This design comes from an exercise in tuning for small area on the open sky130 flow, not from production work. Only simulation tests tie the RTL to the original design; equivalence was not proved. Power figures rest on the tool's default switching activity, not on a simulated workload.

**standard.sh**
```bash
#!/bin/bash
# synth_recipe.tcl (not shown) runs the flow's synth.tcl, then flattens the netlist and writes it again
# the make line also repeats each setting of config.mk as NAME=value (left out here)
make -C /OpenROAD-flow-scripts/flow DESIGN_CONFIG=/design/flow/config.mk WORK_HOME=/design/flow/orfs CLKGATE_MAP_FILE= SYNTH_SCRIPT=/design/flow/synth_recipe.tcl "${@:-finish}"
```
**design.v**
```verilog
package branch_predictor_pkg;
  typedef enum logic [1:0] {SN = 2'b00, WN = 2'b01, WT = 2'b10, ST = 2'b11} ctr_e;
  localparam int DEF_ENTRIES = 32;
  function automatic integer idx_w(input integer entries);
    idx_w = $clog2(entries);
  endfunction
  function automatic integer tag_w(input integer xlen, input integer entries);
    tag_w = xlen - $clog2(entries) - 2;
  endfunction
endpackage
module sat_counter2 (
  input  branch_predictor_pkg::ctr_e state_i,
  input  logic taken_i,
  output branch_predictor_pkg::ctr_e next_o
);
  always_comb
    next_o = taken_i ? (state_i == branch_predictor_pkg::ST ? branch_predictor_pkg::ST
                                                            : branch_predictor_pkg::ctr_e'(state_i + 2'd1))
                     : (state_i == branch_predictor_pkg::SN ? branch_predictor_pkg::SN
                                                            : branch_predictor_pkg::ctr_e'(state_i - 2'd1));
endmodule
module bp_aoi222 (
  input  logic a0, b0, a1, b1, a2, b2,
  output logic y
);
  assign y = ~((a0 & b0) | (a1 & b1) | (a2 & b2));
endmodule
module bp_rdtail (
  input  logic n0, n1, a0, b0, a1, b1,
  output logic y
);
  assign y = ~(n0 & n1 & ~((a0 & b0) | (a1 & b1)));
endmodule
module bp_nand4 (
  input  logic a, b, c, d,
  output logic y
);
  assign y = ~(a & b & c & d);
endmodule
module bp_or3 (
  input  logic a, b, c,
  output logic y
);
  assign y = a | b | c;
endmodule
module bp_rd (
  input  logic [31:0] sel,
  input  logic [31:0] d,
  output logic        y
);
  logic [9:0] n;
  logic       t;
  for (genvar g = 0; g < 10; g++) begin : g_ao
    bp_aoi222 u_ao (.a0(sel[3*g]), .b0(d[3*g]), .a1(sel[3*g+1]), .b1(d[3*g+1]),
                    .a2(sel[3*g+2]), .b2(d[3*g+2]), .y(n[g]));
  end
  bp_rdtail u_tail (.n0(n[8]), .n1(n[9]), .a0(sel[30]), .b0(d[30]), .a1(sel[31]), .b1(d[31]), .y(t));
  logic       h0, h1;
  bp_nand4 u_h0 (.a(n[0]), .b(n[1]), .c(n[2]), .d(n[3]), .y(h0));
  bp_nand4 u_h1 (.a(n[4]), .b(n[5]), .c(n[6]), .d(n[7]), .y(h1));
  bp_or3   u_y  (.a(h0), .b(h1), .c(t), .y(y));
endmodule
module bp_ld (
  input  logic e,
  input  logic k,
  input  logic d,
  input  logic q,
  output logic y
);
  assign y = (q & k) | (d & e);
endmodule
module branch_predictor (
  input  logic        clk,
  input  logic        rst_n,
  input  logic [31:0] IF_PC,
  output logic        predicted,
  output logic [31:0] predicted_target,
  input  logic        upd_valid,
  input  logic [31:0] upd_PC,
  input  logic        upd_taken,
  input  logic [31:0] upd_target,
  input  logic        upd_uncond,
  input  logic        upd_predicted,
  output logic        mispredict,
  output logic [15:0] mispredict_count
);
  localparam logic [2:0] S_INV = 3'b000, S_SN = 3'b001, S_WN = 3'b010,
                         S_WT  = 3'b100, S_ST = 3'b101, S_UNC = 3'b110;
  localparam int EW = 28;   
  logic [31:0][EW-1:0]  ent_q, ent_d;
  logic [31:0][31:0]    tgt_q, tgt_d;
  logic [15:0]          cnt_q;
  logic [4:0]           f_idx, u_idx;
  logic [24:0]          f_tag, u_tag, f_rtag, u_rtag;
  logic [31:0]          f_sel, u_sel, we_r, wt_r;
  logic [2:0]           u_st, st_d;
  logic                 f_p, u_hit, wr_en, we_t;
  logic                 unused_pc_lsbs;
  assign f_idx = IF_PC[6:2];
  assign f_tag = IF_PC[31:7];
  assign u_idx = upd_PC[6:2];
  assign u_tag = upd_PC[31:7];
  assign unused_pc_lsbs = ^{IF_PC[1:0], upd_PC[1:0]};
  assign f_sel = 32'd1 << f_idx;
  assign u_sel = 32'd1 << u_idx;
  logic [EW-1:0][31:0] ent_col;
  logic [31:0][31:0]   tgt_col;
  always_comb
    for (int i = 0; i < 32; i++) begin
      for (int b = 0; b < EW; b++) ent_col[b][i] = ent_q[i][b];
      for (int b = 0; b < 32; b++) tgt_col[b][i] = tgt_q[i][b];
    end
  bp_rd u_fp (.sel(f_sel), .d(ent_col[2]), .y(f_p));
  for (genvar b = 0; b < 3; b++) begin : g_ust
    bp_rd u_us (.sel(u_sel), .d(ent_col[b]), .y(u_st[b]));
  end
  for (genvar b = 0; b < 25; b++) begin : g_tag
    bp_rd u_ft (.sel(f_sel), .d(ent_col[b+3]), .y(f_rtag[b]));
    bp_rd u_ut (.sel(u_sel), .d(ent_col[b+3]), .y(u_rtag[b]));
  end
  for (genvar b = 0; b < 32; b++) begin : g_tgt
    bp_rd u_ftg (.sel(f_sel), .d(tgt_col[b]), .y(predicted_target[b]));
  end
  assign predicted = f_p && f_rtag == f_tag;
  always_comb begin
    u_hit = u_st != S_INV && u_rtag == u_tag;
    wr_en = upd_valid && (u_hit || upd_taken);
    we_t  = upd_valid && (upd_taken || (u_hit && upd_uncond));
    if (!u_hit)                             st_d = upd_uncond ? S_UNC : S_WT;
    else if (u_st == S_UNC)                 st_d = S_UNC;
    else if (upd_uncond)                    st_d = S_ST;
    else if (upd_taken)
      case (u_st)
        S_SN:    st_d = S_WN;
        S_WN:    st_d = S_WT;
        default: st_d = S_ST;
      endcase
    else
      case (u_st)
        S_ST:    st_d = S_WT;
        S_WT:    st_d = S_WN;
        default: st_d = S_SN;
      endcase
  end
  assign we_r = (u_sel & {32{wr_en}}) | {32{~rst_n}};
  assign wt_r = u_sel & {32{we_t}};
  logic [EW-1:0] ent_w;
  assign ent_w = {u_tag, st_d & {3{rst_n}}};
  for (genvar i = 0; i < 32; i++) begin : g_row
    for (genvar b = 0; b < EW; b++) begin : g_e
      bp_ld u_le (.e(we_r[i]), .k(~we_r[i]), .d(ent_w[b]), .q(ent_q[i][b]), .y(ent_d[i][b]));
    end
    for (genvar b = 0; b < 32; b++) begin : g_t
      bp_ld u_lt (.e(wt_r[i]), .k(~wt_r[i]), .d(upd_target[b]), .q(tgt_q[i][b]), .y(tgt_d[i][b]));
    end
  end
  assign mispredict = upd_valid && (upd_predicted ^ upd_taken);
  always_ff @(posedge clk) begin
    ent_q <= ent_d;
    tgt_q <= tgt_d;
    cnt_q <= rst_n ? cnt_q + 16'(mispredict) : 16'd0;
  end
  assign mispredict_count = cnt_q;
endmodule
```
**flow/run.sh**
```bash
#!/bin/bash
set -e
PLATFORM_DONT_USE="sky130_fd_sc_hd__probe_p_8 sky130_fd_sc_hd__probec_p_8 sky130_fd_sc_hd__lpflow_bleeder_1 sky130_fd_sc_hd__lpflow_clkbufkapwr_1 sky130_fd_sc_hd__lpflow_clkbufkapwr_16 sky130_fd_sc_hd__lpflow_clkbufkapwr_2 sky130_fd_sc_hd__lpflow_clkbufkapwr_4 sky130_fd_sc_hd__lpflow_clkbufkapwr_8 sky130_fd_sc_hd__lpflow_clkinvkapwr_1 sky130_fd_sc_hd__lpflow_clkinvkapwr_16 sky130_fd_sc_hd__lpflow_clkinvkapwr_2 sky130_fd_sc_hd__lpflow_clkinvkapwr_4 sky130_fd_sc_hd__lpflow_clkinvkapwr_8 sky130_fd_sc_hd__lpflow_decapkapwr_12 sky130_fd_sc_hd__lpflow_decapkapwr_3 sky130_fd_sc_hd__lpflow_decapkapwr_4 sky130_fd_sc_hd__lpflow_decapkapwr_6 sky130_fd_sc_hd__lpflow_decapkapwr_8 sky130_fd_sc_hd__lpflow_inputiso0n_1 sky130_fd_sc_hd__lpflow_inputiso0p_1 sky130_fd_sc_hd__lpflow_inputiso1n_1 sky130_fd_sc_hd__lpflow_inputiso1p_1 sky130_fd_sc_hd__lpflow_inputisolatch_1 sky130_fd_sc_hd__lpflow_isobufsrc_1 sky130_fd_sc_hd__lpflow_isobufsrc_16 sky130_fd_sc_hd__lpflow_isobufsrc_2 sky130_fd_sc_hd__lpflow_isobufsrc_4 sky130_fd_sc_hd__lpflow_isobufsrc_8 sky130_fd_sc_hd__lpflow_isobufsrckapwr_16 sky130_fd_sc_hd__lpflow_lsbuf_lh_hl_isowell_tap_1 sky130_fd_sc_hd__lpflow_lsbuf_lh_hl_isowell_tap_2 sky130_fd_sc_hd__lpflow_lsbuf_lh_hl_isowell_tap_4 sky130_fd_sc_hd__lpflow_lsbuf_lh_isowell_4 sky130_fd_sc_hd__lpflow_lsbuf_lh_isowell_tap_1 sky130_fd_sc_hd__lpflow_lsbuf_lh_isowell_tap_2 sky130_fd_sc_hd__lpflow_lsbuf_lh_isowell_tap_4 "
EXTRA_DONT_USE="sky130_fd_sc_hd__buf_6 sky130_fd_sc_hd__buf_8 sky130_fd_sc_hd__buf_12 sky130_fd_sc_hd__buf_16 sky130_fd_sc_hd__bufbuf_8 sky130_fd_sc_hd__bufbuf_16"
bash standard.sh synth > run_synth.log 2>&1
export BUFFER_PORTS_ARGS="-buffer_cell sky130_fd_sc_hd__buf_2"
bash standard.sh "DONT_USE_CELLS=$PLATFORM_DONT_USE $EXTRA_DONT_USE" finish > run_layout.log 2>&1
```
**constraint.sdc**
```tcl
create_clock -name core_clock -period 6.5 [get_ports {clk}]
set_input_delay 1.3000 -clock core_clock [delete_from_list [all_inputs] [get_ports {clk}]]
set_output_delay 1.3000 -clock core_clock [all_outputs]
set_load 0.01 [all_outputs]
```
**config.mk**
```make
export PLATFORM = sky130hd
export DESIGN_NAME = branch_predictor
export DESIGN_NICKNAME = branch_predictor
export VERILOG_FILES = /design/flow/design.v
export SDC_FILE = /design/flow/constraint.sdc
export NUM_CORES = 4
export LEC_CHECK = 0
export CAP_MARGIN = 20
export CORE_MARGIN = 2
export CORE_UTILIZATION = 50
export GPL_TIMING_DRIVEN = 0
export SLEW_MARGIN = 20
export SYNTH_HIERARCHICAL = 1
```
==> results.cfg, run 1 <==
[timing]
fin_skew_ns = 0.0284
setup_viol = 1
drv_slew = 0
final_hold_viol_count = 0
tns_ns = -0.0223
fmax_ghz = 0.153
holdWs_ns = 0.482
relSlewSlack_pct = 32.7
rsz0062_at_grt = true
finalCritPeriodShare_pct = 100
setup_slack_ns = -0.0223
min_period_ns = 6.52
worstMarginPinSlew_ns = 1.01

[routing]
drt_iter0_drc = 12200
wl_per_cell_um = 36.8
drt-pass1-iter-count = 13
routed_wirelength_um = 301000
ant_nets = 0
drc = 0
vias = 64400
viasPerCell = 7.88

[clock_network]
cts_num_sinks = 1936
clkTransAtPathRegs_ns = 0.06
numCtsBuffers = 196
clk_latency_ns = 0.83
h-tree-depth = 4
cts_root_buf = clkbuf_16
cts_tree = done
cts_max_path_buffers = 3

[logic_synthesis]
ys_seq_area_share_pct = 55.8
syn_nets = 5672
yosysMostFrequentCell = dfxtp_1
avgSynthCellArea_um2 = 12.5
synth_seq_cells = 1936
synth.largest_area_cell = dfxtp_1
syn_inst = 5568
synth_edf_count = 0
synth_flop_cell = dfxtp_1
yosys-top-cells-count = dfxtp_1, a22o_1, a222oi_1
yosys_warnings = 7
syn_area_um2 = 69400
synthTopCellsByArea = dfxtp_1, a22o_1, a222oi_1
async_flop_share_pct = 0
yosysTopAreaCellShare_pct = 55.8
synthDistinctLibCells = 44

[worst_hold_path]
holdCritPathClass = register to register

[run_status]
outcome = complete, but fails checks
so_faults = setup timing

[setup_path]
end_kind = output port
critPathKind = input pin to output port
worstPathMaxFanout = 19
r2r_slack_ns = 1.60
crit_arrival_ns = 5.22
cp.required_ns = 5.20
critPathLaunchType = input pin

[power_and_ir_drop]
power_mw = 28.7
p_switching_mw = 7.28
p_int_mw = 21.4
cellLeakagePower_nw = 32.6
seqPwrFrac_pct = 49.2
switching_share_pct = 25.4
powerDensity_nw_per_um2 = 349
pwr-share-clk_pct = 40.2
combPwrFrac_pct = 10.6
ir_drop_mv = 0.266

[floorplanning]
start_util_pct = 50.4
die_height_um = 377
core_area_um2 = 138000
die_width_um = 377
pin_count = 152
rows = 136
dieArea_um2 = 142000

[layout]
drive_gt1_share_pct = 15.8
layout.nets = 6320
fin_cells = 8173
area_growth_pct = 18.6

[run]
maxCapViolCount = 0

[grt]
grt_pass1_wl_um = 427000
grt-ovfl-total = 0
grt_antenna_before_repair = 11
track_usage_pct = 40.5
grt_max_degree = 34
first_global_vias = 60900

[placed_design]
dp_hpwl_um = 193000
port_buffers = 145
post-place-ws_ns = -1.48
place_congestion = 0.924
place_inst = 7792
## state kept, by name (all words and copies together), names as in the netlist
name   cells
tgt_q   1024
ent_q    896
cnt_q     16
## area by class of cell
cell class | count | area [µm²]
antenna | 9 | 22.5
sequential | 1936 | 38800
timing repair buffer | 452 | 2830
inverter | 8 | 30.0
buffer | 30 | 215
fill | 11300 | 55300
multi-input combinational | 3592 | 31700
clock inverter | 59 | 689
tap | 1794 | 2240
clock buffer | 293 | 5850
## cell families after synthesis
logic type,after synthesis,share of synthesized area (%)
compound gates,2945,38.3
flops,1936,55.8
simple gates,576,4.64
xor+xnor,64,0.829
buf+inv,44,0.352
fa+ha+maj,2,0.0361
mux,1,0.0144
## through the flow
stage / instance area, µm² / utilization [%]
2_1_floorplan: 69400 / -
3_3_place_gp: 72400 / 52.6
3_5_place_dp: 75500 / 54.9
4_1_cts: 82200 / 59.7
5_1_grt: 82300 / 59.8
6_report: 82300 / 59.8
## final timing paths
check / to / from / cells past startpoint
worst max-delay path: predicted / IF_PC[2] / 14
worst min-delay path: tgt_q[371] / tgt_q[371] / 1
worst max register to register: tgt_q[379] / ent_q[104] / 12
worst min register to register: tgt_q[371] / tgt_q[371] / 1
## Yosys stat by module, one instance, submodules excluded, a selection
module / flip-flops and latches / times used
bp_rdtail: 0 / 86
branch_predictor: 1936 / 1
bp_ld: 0 / 1920
bp_or3: 0 / 86
bp_nand4: 0 / 172
bp_aoi222: 0 / 860
## power groups by stage
stage | logic [mW] | clock network (mW) | registers, mW
after global placement | 2.80 | 0 | 14.3
final | 3.05 | 11.5 | 14.1
after global routing | 3.17 | 12.1 | 14.3
after floorplan | 1.86 | 0 | 14.1
after detailed placement | 2.93 | 0 | 14.3
after CTS | 2.94 | 11.6 | 14.1
## layout by cell type, fill, tap and decap left out, types with 23 or more instances in the layout
cell / Yosys / final
a22oi_1: 86 / 86
clkbuf_16: 0 / 200
a22o_1: 1920 / 1920
a222oi_1: 860 / 860
a21oi_4: 0 / 32
clkbuf_1: 21 / 49
a21o_2: 0 / 28
clkinv_2: 0 / 33
or3_1: 90 / 85
dfxtp_1: 1936 / 1936
nand3_1: 101 / 97
buf_2: 3 / 225
xor2_1: 23 / 23
nand4_1: 185 / 185
buf_4: 2 / 225
nand2_2: 0 / 30
xnor2_1: 39 / 39
clkbuf_8: 0 / 53
nor2_4: 0 / 64
## worst max-delay path: stages
cell and delay [ns]:
buf_2 0.15, or3b_4 0.36, nor2_4 0.11, buf_4 0.26
buf_4 0.24, buf_4 0.17, a222oi_1 0.38, nand4_1 0.39
or3_4 0.53, xor2_1 0.18, nor4_4 0.48, nand3_1 0.19
nor4_1 0.28, buf_2 0.17
## what timing repair did
item                        CTS  global route
hold buffers                  0             0
cloned                        3             1
setup endpoints to repair  1655           381
setup buffers                 6            20
resized for setup            15            22
pin swaps                     5            13
## per-layer routing
metal / GRT usage [%] / vias up / share of wire (%)
li1: - / 26500 / -
met1: 52.4 / 31700 / 37
met2: 59.5 / 5102 / 42
met3: 10.1 / 1101 / 13
met4: 27.6 / 4 / 7.8
met5: 0.137 / - / 0.010
==> run 2, diff against run 1 <==
--- a/config.mk
+++ b/config.mk
@@ -7,7 +7,10 @@
 export LEC_CHECK = 0
-export CAP_MARGIN = 20
+export CAP_MARGIN = 15
 export CORE_MARGIN = 2
 export CORE_UTILIZATION = 50
+export CTS_BUF_LIST = sky130_fd_sc_hd__clkbuf_8
+export CTS_CLUSTER_DIAMETER = 60
+export CTS_CLUSTER_SIZE = 16
 export GPL_TIMING_DRIVEN = 0
-export SLEW_MARGIN = 20
+export SLEW_MARGIN = 15
 export SYNTH_HIERARCHICAL = 1
==> results.cfg, run 2 <==
[placed_design]
post-place-ws_ns = -1.38
port_buffers = 145
dp_hpwl_um = 192000
postPlaceCellArea_um2 = 75500
place_congestion = 0.924
place_inst = 7782

[run]
maxCapViolCount = 0

[layout]
fin_area_um2 = 78600
layout_common_cells = dfxtp_1, a22o_1, a222oi_1, buf_4, buf_2
top_regs = tgt_q: 1024 flops, ent_q: 896 flops, cnt_q: 16 flops
regMostFlops = tgt_q
area_growth_pct = 13.2
largest_register_ffs = 1024
fin_cells = 8037
layout.nets = 6270
drive_gt1_share_pct = 14.4
final_common_cell = dfxtp_1

[grt]
track_usage_pct = 40.5
grt_antenna_before_repair = 15
grt_max_degree = 34
grt-ovfl-total = 0
first_global_vias = 60400
grt_pass1_wl_um = 426000

[logic_synthesis]
syn_area_um2 = 69400
synthTopCellsByArea = dfxtp_1, a22o_1, a222oi_1
syn_nets = 5672
yosys-top-cells-count = dfxtp_1, a22o_1, a222oi_1
async_flop_share_pct = 0
yosysMostFrequentCell = dfxtp_1
synthDistinctLibCells = 44
synth_flop_cell = dfxtp_1
synth_edf_count = 0
synth_seq_cells = 1936
avgSynthCellArea_um2 = 12.5
yosys_warnings = 7
yosysTopAreaCellShare_pct = 55.8
syn_inst = 5568
synth.largest_area_cell = dfxtp_1
ys_seq_area_share_pct = 55.8

[floorplanning]
dieArea_um2 = 142000
pin_count = 152
die_height_um = 377
die_width_um = 377
rows = 136
start_util_pct = 50.4
core_area_um2 = 138000

[clock_network]
h-tree-depth = 4
numCtsBuffers = 151
cts_num_sinks = 1936
cts_root_buf = clkbuf_8
clkTransAtPathRegs_ns = 0.10
cts_tree = done
holdBufCountCts = 0
clk_latency_ns = 0.99
cts_max_path_buffers = 3

[routing]
drt_iter0_drc = 11900
routed_wirelength_um = 300000
drc = 0
drt-pass1-iter-count = 13
ant_nets = 0
viasPerCell = 7.94
wl_per_cell_um = 37.3
vias = 63800

[timing]
setup_slack_ns = -0.0388
min_period_ns = 6.54
rsz0062_at_grt = false
worstMarginPinSlew_ns = 1.31
fin_skew_ns = 0.0734
tns_ns = -0.0388
drv_slew = 0
relSlewSlack_pct = 12.4
setup_viol = 1
final_hold_viol_count = 0
fmax_ghz = 0.153
finalCritPeriodShare_pct = 101

[run_status]
so_faults = setup timing
outcome = complete, but fails checks

[power_and_ir_drop]
p_switching_mw = 6.61
switching_share_pct = 27.6
p_int_mw = 17.3
powerDensity_nw_per_um2 = 304
power_mw = 23.9
ir_drop_mv = 0.200
combPwrFrac_pct = 12.7
seqPwrFrac_pct = 59.0
pwr-share-clk_pct = 28.3
cellLeakagePower_nw = 30.7

[setup_path]
rr_worst_depth = 13
regToRegEndpoint = tgt_q[194]
worstPathMaxFanout = 46
reg2reg_from = ent_q[104]
crit_arrival_ns = 5.24
cp.required_ns = 5.20
r2r_slack_ns = 1.59
critPathKind = input pin to output port
critPathLaunchType = input pin
setup.worst_path.end = predicted
startpoint = IF_PC[4]
end_kind = output port

[worst_hold_path]
holdCritPathClass = register to register
-- run 2: cell counts after synthesis --
Identical to the previous run, type by type.
-- run 2: how the worst min path moves through the flow --
stage | startpoint | to | slack, ns | cells after the start
6_report | tgt_q[371] | tgt_q[371] | 0.49 | 1
5_1_grt | tgt_q[529] | tgt_q[529] | 0.50 | 1
4_1_cts | tgt_q[800] | tgt_q[800] | 0.49 | 1
3_5_place_dp | tgt_q[204] | tgt_q[204] | 0.47 | 1
3_3_place_gp | tgt_q[113] | tgt_q[113] | 0.46 | 1
2_1_floorplan | ent_q[0] | ent_q[0] | 0.45 | 1
-- run 2: per-layer routing --
layer	routed length (µm)	share of wire [%]	GRT usage (%)	vias up
li1	-	-	-	26300
met1	112000	37	52.0	31600
met2	126000	42	59.2	4865
met3	37000	12	10.1	1115
met4	25000	8.3	29.1	12
met5	75	0.025	0.137	-
-- run 2: through the flow --
step                hold slack [ns]  util [%]
floorplan                     0.455         -
global placement              0.465      52.6
detailed placement            0.469      54.8
CTS                           0.493      57.0
global route                  0.503      57.1
finish                        0.491      57.1
-- run 2: critical path: stages --
cell      delay (ns)
buf_2           0.16
or3b_4          0.41
nor2_4          0.06
buf_4           0.39
buf_4           0.36
a222oi_1        0.40
nand4_1         0.37
or3_1           0.47
xor2_1          0.19
nor4_4          0.46
nand3_1         0.18
nor4_1          0.28
buf_2           0.17
-- run 2: per-module statistics from Yosys, one instance, submodules excluded, excerpt --
module | cells inside | area [µm²] | flops+latches | copies in the design
bp_rdtail | 2 | 12.5 | 0 | 86
bp_or3 | 1 | 6.26 | 0 | 86
branch_predictor | 2358 | 41300 | 1936 | 1
bp_aoi222 | 1 | 10.0 | 0 | 860
bp_ld | 1 | 8.76 | 0 | 1920
bp_nand4 | 1 | 6.26 | 0 | 172
-- run 2: timing repair --
item                                    CTS  global route
endpoints found under the setup margin  702           684
cloned                                    4             1
buffers inserted                         10            20
pin swaps                                 8            10
gates resized for setup                  10            25
hold endpoints to repair                  0             0
-- run 2: final cells by class --
| cell class | count | area, µm² |
|---|---|---|
| Fill cell | 11600 | 59100 |
| Buffer | 30 | 206 |
| Clock buffer | 173 | 2380 |
| Timing Repair Buffer | 446 | 2810 |
| Multi-Input combinational cell | 3593 | 31700 |
| Inverter | 8 | 30.0 |
| Sequential cell | 1936 | 38800 |
| Antenna cell | 4 | 10.0 |
| Tap cell | 1794 | 2240 |
| Clock inverter | 53 | 449 |
-- run 2: power by group through the flow --
stage / combinational, mW / sequential (mW) / clock, mW
after floorplan: 1.86 / 14.1 / 0
after global placement: 2.80 / 14.3 / 0
after detailed placement: 2.93 / 14.3 / 0
after CTS: 2.94 / 14.1 / 6.81
after global routing: 3.17 / 14.3 / 7.28
final: 3.05 / 14.1 / 6.77
-- run 2: logic make-up after synthesis --
group,Yosys count,synth area share [%]
flip-flops,1936,55.8
adder cells (fa/ha/maj),2,0.0361
multiplexers,1,0.0144
AO/OA/AOI/OAI,2945,38.3
AND/OR/NAND/NOR,576,4.64
XOR/XNOR,64,0.829
buffers and inverters,44,0.352
==> run 3, diff against run 2 <==
--- a/config.mk
+++ b/config.mk
@@ -14,2 +14,3 @@
 export GPL_TIMING_DRIVEN = 0
+export SETUP_SLACK_MARGIN = 0.25
 export SLEW_MARGIN = 15
==> results.cfg, run 3 <==
[run_status]
outcome = timing/DRC/antenna clean

[grt]
first_global_vias = 59400
grt_max_degree = 34
grt_antenna_before_repair = 15
grt-ovfl-total = 0
grt_pass1_wl_um = 420000
track_usage_pct = 39.9

[clock_network]
cts_num_sinks = 1936
cts_root_buf = clkbuf_8
clk_latency_ns = 0.96
h-tree-depth = 4
clkTransAtPathRegs_ns = 0.10
cts_tree = done
cts_max_path_buffers = 3
numCtsBuffers = 152

[logic_synthesis]
ys_seq_area_share_pct = 55.8
synth_flop_cell = dfxtp_1
yosys_warnings = 7
synth_edf_count = 0
syn_inst = 5568
yosysTopAreaCellShare_pct = 55.8
yosysMostFrequentCell = dfxtp_1
async_flop_share_pct = 0
syn_area_um2 = 69400
syn_nets = 5672
synthTopCellsByArea = dfxtp_1, a22o_1, a222oi_1
synth_seq_cells = 1936
avgSynthCellArea_um2 = 12.5
synth.largest_area_cell = dfxtp_1
synthDistinctLibCells = 44
yosys-top-cells-count = dfxtp_1, a22o_1, a222oi_1

[worst_hold_path]
holdCritPathClass = register to register

[power_and_ir_drop]
ir_drop_mv = 0.246
cellLeakagePower_nw = 30.8
powerDensity_nw_per_um2 = 306

[setup_path]
critPathLaunchType = input pin
critPathKind = input pin to register
crit_buf_inv = 7
r2r_slack_ns = 1.69
crit_arrival_ns = 7.15
crit_family = simple AND/OR/NAND/NOR gates
crit_chain = buf_2, nand2_1, clkbuf_4, nor2_4, buf_4, a222oi_1, nand4_1, or3_1, xnor2_1, nand4_1, nor4_2, a21oi_2, buf_2, nor3_4, buf_2, buf_4, buf_2, a22o_1
path_depth = 18
end_kind = register
reg2reg_from = ent_q[356]
startpoint = upd_PC[4]
worstPathMaxFanout = 17
critPathSlowestCell = or3_1
cp.required_ns = 7.39
critPathMostFrequentCell = buf_2
rr_worst_depth = 13
setup.worst_path.end = tgt_q[816]
critical-path-max-stage-delay_ns = 0.50
regToRegEndpoint = tgt_q[816]

[routing]
drt_iter0_drc = 12300
viasPerCell = 7.89
vias = 63400
routed_wirelength_um = 296000
ant_nets = 0
drc = 0
drt-pass1-iter-count = 14
wl_per_cell_um = 36.8

[layout]
area_growth_pct = 13.5
drive_gt1_share_pct = 14.2
layout_common_cells = dfxtp_1, a22o_1, a222oi_1, buf_4, nand4_1
final_common_cell = dfxtp_1
fin_cells = 8029
top_regs = tgt_q: 1024 flops, ent_q: 896 flops, cnt_q: 16 flops
fin_util_pct = 57.2
regMostFlops = tgt_q
nFillCells = 11600
largest_register_ffs = 1024
layout.nets = 6256

[floorplanning]
dieArea_um2 = 142000
die_width_um = 377
pin_count = 152
core_area_um2 = 138000
rows = 136
die_height_um = 377
start_util_pct = 50.4

[timing]
final_hold_viol_count = 0
fin_skew_ns = 0.0423
fmax_ghz = 0.160
relSlewSlack_pct = 22.2
rsz0062_at_grt = false
drv_slew = 0
worstMarginPinSlew_ns = 1.17
setup_viol = 0
finalCritPeriodShare_pct = 96.3
min_period_ns = 6.26
tns_ns = 0

[run]
maxCapViolCount = 0

[placed_design]
dp_hpwl_um = 189000
place_inst = 7769
port_buffers = 145
place_congestion = 0.918
[run 3: cell types whose count changed in the layout (fill, tap and decap cells not counted), moves of 4 or more]
| cell | previous run | this run |
|---|---|---|
| buf_2 | 205 | 180 |
| nor3_2 | 20 | 10 |
| nor3_4 | 6 | 16 |
| buf_4 | 235 | 242 |
| bufinv_16 | 4 | 10 |
| clkinvlp_4 | 15 | 9 |
| inv_1 | 15 | 21 |
| clkinv_2 | 11 | 7 |
[run 3: worst min path at each step]
stage                             to  cells after the start        from  slack, ns
after global routing      tgt_q[709]                      1  tgt_q[709]       0.50
after global placement    tgt_q[217]                      1  tgt_q[217]       0.46
after CTS                 tgt_q[935]                      1  tgt_q[935]       0.49
final                     ent_q[308]                      1  ent_q[308]       0.49
after detailed placement    ent_q[1]                      1    ent_q[1]       0.47
after floorplan             ent_q[0]                      1    ent_q[0]       0.45
[run 3: kinds of logic after synthesis]
logic type / after synthesis / synth area share (%)
AOI/OAI and AO/OA: 2945 / 38.3
xor gates and xnor gates: 64 / 0.829
adders and majority gates: 2 / 0.0361
buffers and inverters: 44 / 0.352
DFF: 1936 / 55.8
muxes: 1 / 0.0144
and+or+nand+nor: 576 / 4.64
[run 3: layout make-up]
cell class              instances  area, µm²  area share (%)
repair buffers                430       2790            3.54
plain buffers                  33        239           0.303
clock inverters                61        629           0.799
well taps                    1794       2240            2.85
inverters                       8       30.0          0.0381
clock buffers                 169       2330            2.95
diodes                          7       17.5          0.0222
flip-flops and latches       1936      38800            49.2
multi-input cells            3591      31700            40.3
[run 3: routing by layer]
layer  GRT usage [%]  part of all wire, %
met1            52.4                   38
met2            58.1                   42
met3            10.2                   13
met5               0                0.031
met4            26.3                  7.6
[run 3: metrics by stage]
stage | total power, mW | worst slack [ns] | instance area, µm² | hold slack [ns]
CTS | 24.0 | 0.238 | 78600 | 0.492
finish | 24.1 | 0.239 | 78700 | 0.491
detailed placement | 17.2 | -1.56 | 75500 | 0.469
global route | 24.9 | 0.222 | 78700 | 0.502
floorplan | 16.0 | 0.00257 | 69500 | 0.455
global placement | 17.1 | -5.59 | 72400 | 0.464
[run 3: where the power goes]
group,internal [mW],total [mW],switching [mW]
combinational,1.45,3.03,1.58
sequential,13.2,14.1,0.852
clock,2.82,6.99,4.17
[run 3: timing repair]
action                     4_1_cts  5_1_grt
cloned                           3        0
hold buffers                     0        0
hold endpoints to repair         0        0
setup endpoints to repair     1781      420
setup buffers                   10       13
pin swaps                       12       15
gates resized for setup         22       24
[run 3: modules after synthesis, one instance, submodules excluded, a selection]
module | flip-flops and latches | area, µm² | times used | cells
branch_predictor | 1936 | 41300 | 1 | 2358
bp_rdtail | 0 | 12.5 | 86 | 2
bp_aoi222 | 0 | 10.0 | 860 | 1
bp_ld | 0 | 8.76 | 1920 | 1
bp_nand4 | 0 | 6.26 | 172 | 1
bp_or3 | 0 | 6.26 | 86 | 1
==> run 4, diff against run 3 <==
==> run.sh (new file) <==
#!/bin/bash
# synth_recipe.tcl (not shown) runs the flow's synth.tcl, then flattens the netlist and writes it again
# the make line also repeats each setting of config.mk as NAME=value (left out here)
make -C /OpenROAD-flow-scripts/flow DESIGN_CONFIG=/design/flow/config.mk WORK_HOME=/design/flow/orfs CLKGATE_MAP_FILE= SYNTH_SCRIPT=/design/flow/synth_recipe.tcl finish
removed: flow/run.sh
removed: standard.sh
==> results.cfg, run 4 <==
[placed_design]
post-place-ws_ns = -1.93
port_buffers = 145
place_congestion = 0.913
dp_hpwl_um = 195000

[grt]
first_global_vias = 61000
grt-ovfl-total = 0
grt_pass1_wl_um = 428000
grt_antenna_before_repair = 17
track_usage_pct = 40.5
grt_max_degree = 34

[routing]
drt-pass1-iter-count = 13
vias = 64000
wl_per_cell_um = 37.4
viasPerCell = 7.95
ant_nets = 0
routed_wirelength_um = 301000
drt_iter0_drc = 12600
drc = 0

[timing]
fmax_ghz = 0.159
relSlewSlack_pct = 11.5
min_period_ns = 6.30
setup_slack_ns = 0.202
final_hold_viol_count = 0
fin_skew_ns = 0.0469
finalCritPeriodShare_pct = 96.9
rsz0062_at_grt = false
worstMarginPinSlew_ns = 1.33
setup_viol = 0
drv_slew = 0

[layout]
drive_gt1_share_pct = 13.7
top_regs = tgt_q: 1024 flops, ent_q: 896 flops, cnt_q: 16 flops
area_growth_pct = 20.1
regMostFlops = tgt_q
register_area_um2 = 38800
nFillCells = 11100
final_common_cell = dfxtp_1
fin_util_pct = 60.5
largest_register_ffs = 1024
layout_common_cells = dfxtp_1, a22o_1, a222oi_1, nand4_1, clkbuf_8
multiInputGateArea_um2 = 31900
layout.nets = 6285

[logic_synthesis]
ys_seq_area_share_pct = 55.8
synthTopCellsByArea = dfxtp_1, a22o_1, a222oi_1
syn_inst = 5568
synth_flop_cell = dfxtp_1
yosysTopAreaCellShare_pct = 55.8
synth.largest_area_cell = dfxtp_1
synthDistinctLibCells = 44
yosys_warnings = 7
yosys-top-cells-count = dfxtp_1, a22o_1, a222oi_1
avgSynthCellArea_um2 = 12.5
synth_seq_cells = 1936
synth_edf_count = 0
yosysMostFrequentCell = dfxtp_1
syn_nets = 5672
async_flop_share_pct = 0
syn_area_um2 = 69400

[clock_network]
cts_root_buf = clkbuf_8
clkTransAtPathRegs_ns = 0.10
clk_latency_ns = 0.95
h-tree-depth = 4
cts_tree = done
cts_max_path_buffers = 3
cts_num_sinks = 1936
numCtsBuffers = 152

[setup_path]
regToRegEndpoint = tgt_q[637]
critPathKind = input pin to register
crit_arrival_ns = 7.17
cp.required_ns = 7.37
end_kind = register
reg2reg_from = ent_q[340]
critical-path-max-stage-delay_ns = 0.68
rr_worst_depth = 10
critPathLaunchType = input pin
r2r_slack_ns = 1.79
critPathMostFrequentCell = nand4_1
setup.worst_path.end = tgt_q[637]
startpoint = upd_PC[6]
critPathSlowestCell = and3_2
crit_chain = clkdlybuf4s50_1, nand3_1, nor2_4, a222oi_1, nand4_1, or3_1, xnor2_1, nand4_1, nor4_1, a41o_1, and3_2, buf_16, a22o_1
worstPathMaxFanout = 17

[power_and_ir_drop]
cellLeakagePower_nw = 32.2
power_mw = 24.3
powerDensity_nw_per_um2 = 291
ir_drop_mv = 0.180

[floorplanning]
die_height_um = 377
start_util_pct = 50.4
die_width_um = 377
pin_count = 152
rows = 136
dieArea_um2 = 142000
core_area_um2 = 138000

[worst_hold_path]
holdCritPathClass = register to register

[run_status]
outcome = timing/DRC/antenna clean

[run]
maxCapViolCount = 0
==> run 4: cell count changes in the layout (fill, tap and decap cells not counted), moves of 9 or more <==
cell	before	now
buf_6	9	20
buf_12	0	93
buf_8	0	23
buf_2	180	61
clkinv_2	7	16
buf_4	242	72
nand2_4	1	12
clkdlybuf4s50_1	0	80
nand2_2	30	20
inv_1	21	10
buf_16	0	118
==> run 4: worst min path at each step <==
stage,to,cells past startpoint,from
finish,tgt_q[39],1,tgt_q[39]
global route,tgt_q[971],1,tgt_q[971]
CTS,ent_q[476],1,ent_q[476]
detailed placement,tgt_q[211],1,tgt_q[211]
global placement,tgt_q[685],1,tgt_q[685]
floorplan,ent_q[0],1,ent_q[0]
==> run 4: stage by stage <==
stage                     setup TNS (ns)  std cells  area, µm²  hold WS, ns
after floorplan                        0       5568      69500        0.455
after global placement          -8595.73       7507      73200        0.464
after detailed placement        -2918.69       7779      79700        0.469
after CTS                              0       8024      82900        0.494
after global routing                   0       8051      83300        0.504
final                                  0       8058      83300        0.493
==> run 4: cells by family after synthesis <==
logic type	after synthesis	synth area share (%)
flip-flops	1936	55.8
XOR/XNOR	64	0.829
adder cells (fa/ha/maj)	2	0.0361
buffers and inverters	44	0.352
AND/OR/NAND/NOR	576	4.64
multiplexers	1	0.0144
AO/OA/AOI/OAI	2945	38.3
==> run 4: what timing repair did <==
item	CTS	global route
pin swaps	25	23
setup endpoints to repair	1953	1611
buffers inserted	19	23
hold buffers	0	0
gates resized for setup	57	39
gates cloned	1	2
==> run 4: power by group <==
| group | internal (mW) | switching (mW) | leakage [nW] |
|---|---|---|---|
| registers | 13.2 | 0.865 | 16.1 |
| clock network | 2.69 | 4.20 | 1.49 |
| logic | 1.62 | 1.65 | 14.7 |
| total | 17.6 | 6.72 | 32.2 |
==> run 4: Yosys stat by module (local to each module, per instance), excerpt <==
module | flip-flops and latches | cells inside | cell area [µm²] | times used
branch_predictor | 1936 | 2358 | 41300 | 1
bp_nand4 | 0 | 1 | 6.26 | 172
bp_or3 | 0 | 1 | 6.26 | 86
bp_aoi222 | 0 | 1 | 10.0 | 860
bp_ld | 0 | 1 | 8.76 | 1920
bp_rdtail | 0 | 2 | 12.5 | 86
==> run 4: critical path, delay by kind of cell <==
kind	cells	cell delay, ns
AOI/OAI and AO/OA	3	1.21
xor gates and xnor gates	1	0.32
buffers and inverters	2	0.81
and+or+nand+nor	7	3.48
==> run 4: area by class of cell <==
cell class                      instances  share of cell area [%]
Sequential cell                      1936                    46.5
Multi-Input combinational cell       3591                    38.3
Antenna cell                            9                  0.0270
Tap cell                             1794                    2.69
Timing Repair Buffer                  459                    8.69
Buffer                                 33                   0.317
Clock buffer                          172                    2.84
Inverter                                8                  0.0390
Clock inverter                         56                   0.614
==> run 4: per-layer routing <==
| metal | global-route usage [%] | wire length [µm] | vias to the layer above |
|---|---|---|---|
| met5 | 0 | 46 | - |
| met4 | 27.8 | 22900 | 8 |
| met3 | 10.8 | 36900 | 1041 |
| met2 | 58.5 | 126000 | 4822 |
| met1 | 52.9 | 115000 | 31800 |
| li1 | - | - | 26300 |

-- port drivers added, routing unchanged --
No port has a modelled driver above. Below, the same layouts with a new extraction and two added sets of constraints.
Step 1 (the two cells are an assumption about what drives the block):
set clk [get_ports {clk}]
set_driving_cell -lib_cell sky130_fd_sc_hd__clkbuf_16 $clk
set_driving_cell -lib_cell sky130_fd_sc_hd__buf_2 [delete_from_list [all_inputs] $clk]
Step 2 moves the port delays by t, midway between the first and last clock arrival at a register: inputs arrive t later, outputs are due t later. That takes back most of the time a late clock gives input paths.
Slacks: ideal ports / drivers / drivers and shift; pairs: ideal ports / drivers.
run | t, ns | slack for setup (ns) | worst slew at a driven data input, ns | pins driven straight from the clock port
run 1 | 0.895 | -0.022 / -0.056 / -0.951 | 0.20 | 1
run 2 | 1.026 | -0.039 / -0.064 / -1.066 | 0.20 | 1
run 3 | 1.016 | 0.239 / 0.187 / -0.829 | 0.21 | 1
run 4 | 0.999 | 0.202 / 0.168 / -0.831 | 0.16 | 1
Met with ideal ports but missed after step 2: setup timing in run 3 and run 4. The setup slack of run 3, which loses most, moves by -0.052 ns with the drivers and by -1.068 ns with both steps.
